Background: an optimization exercise with open tools, aiming at small area, a short achievable clock period and few clock cycles per item. Do not read the settings as production practice. Where RTL was checked, it was by simulation tests only, not by an equivalence proof against the original.

== before ==
// range_coder_encoder_top
module range_coder_encoder_top (
    input  logic        i_clk,
    input  logic        i_rst_n,
    input  logic        i_s_axis_tvalid,
    output logic        o_s_axis_tready,
    input  logic [47:0] i_s_axis_tdata,   
    input  logic        i_s_axis_tuser,   
    output logic        o_m_axis_tvalid,
    input  logic        i_m_axis_tready,
    output logic [7:0]  o_m_axis_tdata,   
    output logic        o_m_axis_tlast
);
    localparam int W  = rce_pkg::BOUND_W;
    localparam int F  = rce_pkg::FREQ_W;
    localparam int TW = rce_pkg::TRY_W;
    localparam int K  = rce_pkg::DIV_K;
    typedef enum logic [1:0] {
        S_IDLE = 2'd0,
        S_DIV  = 2'd1,
        S_FIN  = 2'd2
    } t_state;
    t_state                        r_state;
    logic [rce_pkg::DIV_CNT_W-1:0] r_cnt;
    logic                          r_pend, r_hold, r_inv;
    logic [W-1:0]                  r_low, r_high;
    logic [F-1:0]                  r_k0_lo, r_k0_hi;
    logic [TW-1:0]                 r_k1c_lo, r_k1c_hi, r_k2c_lo, r_k2c_hi, r_k1;
    logic [F-1:0]                  r_r_lo, r_r_hi;
    logic [W-1:0]                  r_sq_lo, r_sq_hi;
  ...
Size in the first run: about 64 I/O pins, roughly 0.043 sq mm of cells after synthesis.
Settings: LEC_CHECK=0, CAP_MARGIN=20, CORE_MARGIN=2, CORE_UTILIZATION=40, SLEW_MARGIN=20; clock period 11.0 ns.
run.sh (not shown) runs the stock make flow with config.mk's settings and CLKGATE_MAP_FILE= SYNTH_SCRIPT=/design/flow/synth_recipe.tcl, a recipe that flattens the netlist after the stock synthesis.
The flow for before finished, though final verification flagged negative setup slack.
Edits applied to the flow inputs when going from before to after:
--- a/flow/design.v
+++ b/flow/design.v
@@ -1,9 +1,9 @@
 package rce_pkg;
     localparam int BOUND_W   = 32;
     localparam int FREQ_W    = 16;
     localparam int TRY_W     = 19;
-    localparam int DIV_K     = 4;
+    localparam int DIV_K     = 2;
     localparam int DIV_CYC   = BOUND_W / DIV_K;
     localparam int DIV_CNT_W = $clog2(DIV_CYC);
     localparam logic OP_ENCODE = 1'b0;
     localparam logic OP_FLUSH  = 1'b1;
## What came out
after: done, clean on timing, DRC and antenna. Compared with before, after shows a final period demand of the worst path that is 3.04 ns lower. Against before, after comes in about 37% lower on cell area. Fraction of the mapped netlist area in simple logic gates delta for after relative to before: 3.1 points lower. Against before, after reports a measured slew at the worst slew-check pin that is lower. Going from before to after, depth of the CTS H-tree now sits at about the same level; horizontal die dimension now sits lower; area growth from synthesis to layout now sits lower.
Testbench counts of after, summed over its fixed seeds: cycles 24,437, items 1,392.
Function not checked in before: the RTL went through the layout flow alone.

---

range_coder_encoder_top, a different RTL version from the one above (not shown whole).
Size: about 4000 cells after synthesis, ~290 flip-flops, about 64 I/O pins, roughly 31000 sq um of cells after synthesis.
make LEC_CHECK=0 ABC_CLOCK_PERIOD_IN_PS=4000 CAP_MARGIN=20 CORE_MARGIN=2 CORE_UTILIZATION=40 SETUP_SLACK_MARGIN=5 SLEW_MARGIN=20 finish   # period 11.0 ns
Then changed:
--- a/flow/design.v
+++ b/flow/design.v
@@ -39,13 +39,13 @@
             a   = {2'd0, r, 1'b0};
             y0  = a + (b ? {3'd0, i_k0} : '0);
             y1  = a + (b ? k1c : k1);
             y2  = a + (b ? k2c : k2);
             p1  = !y1[TW-1];
             p2  = !y2[TW-1];
-            r   = p2 ? y2[FW-1:0] : (p1 ? y1[FW-1:0] : y0[FW-1:0]);
+            r   = ({FW{p2}} & y2[FW-1:0]) | ({FW{p1 & !p2}} & y1[FW-1:0]) | ({FW{!p1}} & y0[FW-1:0]);
             one = p1 && !p2;
             sq  = {sq[rce_pkg::BOUND_W-2:0], one ^ l};
             o_qb[rce_pkg::DIV_K-1-k] = p2 || (one && l);
         end
         o_r  = r;
         o_sq = sq;
@@ -80,36 +80,25 @@
     logic [F:0]                    r_k1, r_k1c_lo, r_k1c_hi;
     logic [F+1:0]                  r_k2c_lo, r_k2c_hi;
     logic [F-1:0]                  r_r_lo, r_r_hi;
     logic [W-1:0]                  r_sq_lo, r_sq_hi;
     logic [F-1:0]   in_cum, in_fr, in_tot;
     logic [F:0]     in_sum;
-    logic [F+1:0]   in_le, in_k1c, in_k2c;
     logic           op_flush, op_valid;
     logic [W:0]     span, span_b;
     logic           full, top_eq, emit, emit_last, emit_end, start;
     logic [F-1:0]   n_r_lo, n_r_hi;
     logic [W-1:0]   n_sq_lo, n_sq_hi;
     logic [K-1:0]   n_qb_lo, n_qb_hi;
     logic [W-1:0]   new_low, new_high;
     assign in_cum   = i_s_axis_tdata[F-1:0];
     assign in_fr    = i_s_axis_tdata[F +: F];
     assign in_tot   = i_s_axis_tdata[2*F +: F];
-    function automatic logic [F+1:0] add3(input logic [F+1:0] x, input logic [F+1:0] y,
-                                          input logic [F+1:0] z, input logic ci);
-        logic [F+1:0] s, c;
-        s    = x ^ y ^ z;
-        c    = {((x[F:0] & y[F:0]) | (x[F:0] & z[F:0]) | (y[F:0] & z[F:0])), ci};
-        add3 = s + c;
-    endfunction
     assign in_sum   = {1'b0, in_cum} + {1'b0, in_fr};
-    assign in_le    = add3({2'd0, in_cum}, {2'd0, in_fr}, ~{2'd0, in_tot}, 1'b0);
-    assign in_k1c   = add3({2'd0, in_cum}, {2'd0, in_fr}, ~{2'd0, in_tot}, 1'b1);
-    assign in_k2c   = add3({2'd0, in_cum}, {2'd0, in_fr}, ~{1'b0, in_tot, 1'b0}, 1'b1);
     assign op_flush = (i_s_axis_tuser == rce_pkg::OP_FLUSH);
-    assign op_valid = (in_fr != '0) && (in_tot != '0) && in_le[F+1];
+    assign op_valid = (in_fr != '0) && (in_tot != '0) && (in_sum <= {1'b0, in_tot});
     assign span_b = {1'b0, r_high} - {1'b0, r_low} + 33'd1;
     assign span   = emit_end ? {span_b[W-8:0], 8'h00} : span_b;
     assign full   = span[W];
     assign top_eq    = (r_low[31:24] == r_high[31:24]);
     assign emit      = (r_state == S_IDLE) && (r_flush || (r_pend && top_eq));
     assign emit_last = (r_ecnt == 2'd3) || (!r_flush && (r_low[23:16] != r_high[23:16]));
@@ -138,15 +127,15 @@
     assign new_high = r_sq_hi + {r_high[W-2:0], 1'b0} - 32'd1;
     always_ff @(posedge i_clk) begin
         r_k0_lo  <= in_cum;
         r_k0_hi  <= in_sum[F-1:0];
         r_k1     <= -{1'b0, in_tot};
         r_k1c_lo <= {1'b0, in_cum} - {1'b0, in_tot};
-        r_k1c_hi <= in_k1c[F:0];
+        r_k1c_hi <= in_sum - {1'b0, in_tot};
         r_k2c_lo <= {2'd0, in_cum} - {1'b0, in_tot, 1'b0};
-        r_k2c_hi <= in_k2c;
+        r_k2c_hi <= {1'b0, in_sum} - {1'b0, in_tot, 1'b0};
         r_inv    <= !op_valid;
         r_r_lo  <= n_r_lo;
         r_r_hi  <= n_r_hi;
         r_sq_lo <= n_sq_lo;
         r_sq_hi <= n_sq_hi;
         if (r_state == S_IDLE) begin
After rerunning: Critical path depth drops by 23; core utilization climbs by 0.42 points; clock-buffer cell count drops by 2; design area drops by about 4.5%; wire length drops by 5.7%; final cell count drops by 5.9%; hold slack improves by 12 ps.
Testbench counts after the change, summed over its fixed seeds: cycles 24,602, items 1,392.
Only the layout flow was run in the first run of this note; the RTL was not checked for function there.

## static timing again, ports no longer ideal
Ports are ideal in the flow. The routed layouts listed here were re-timed in OpenROAD.
Step 1: set_driving_cell puts a clkbuf_16 on i_clk and a buf_2 on each other input, an assumption about the parent block.
Step 2, shift: input delay + t, output delay - t, t = (earliest + latest rising clock arrival at the registers) / 2. This alone moves slack from input paths to output paths.
Three values: no drivers, after step 1, after step 2; two values: the first two.
| run | t, ns | setup slack, ns | worst hold slack (ns) |
|---|---|---|---|
| before | 0.697 | -0.180 / -0.180 / -0.180 | 0.432 / 0.432 / 0.432 |
| after | 0.631 | 2.861 / 2.900 / 2.269 | 0.465 / 0.465 / 0.465 |
| the first run of note 2 | 0.625 | 5.103 / 5.088 / 4.733 | 0.449 / 0.449 / 0.449 |
| the second run of note 2 | 0.617 | 5.169 / 5.140 / 4.620 | 0.460 / 0.460 / 0.460 |
The setup slack of after, which loses most, moves by +0.039 ns with the drivers and by -0.592 ns with both steps.
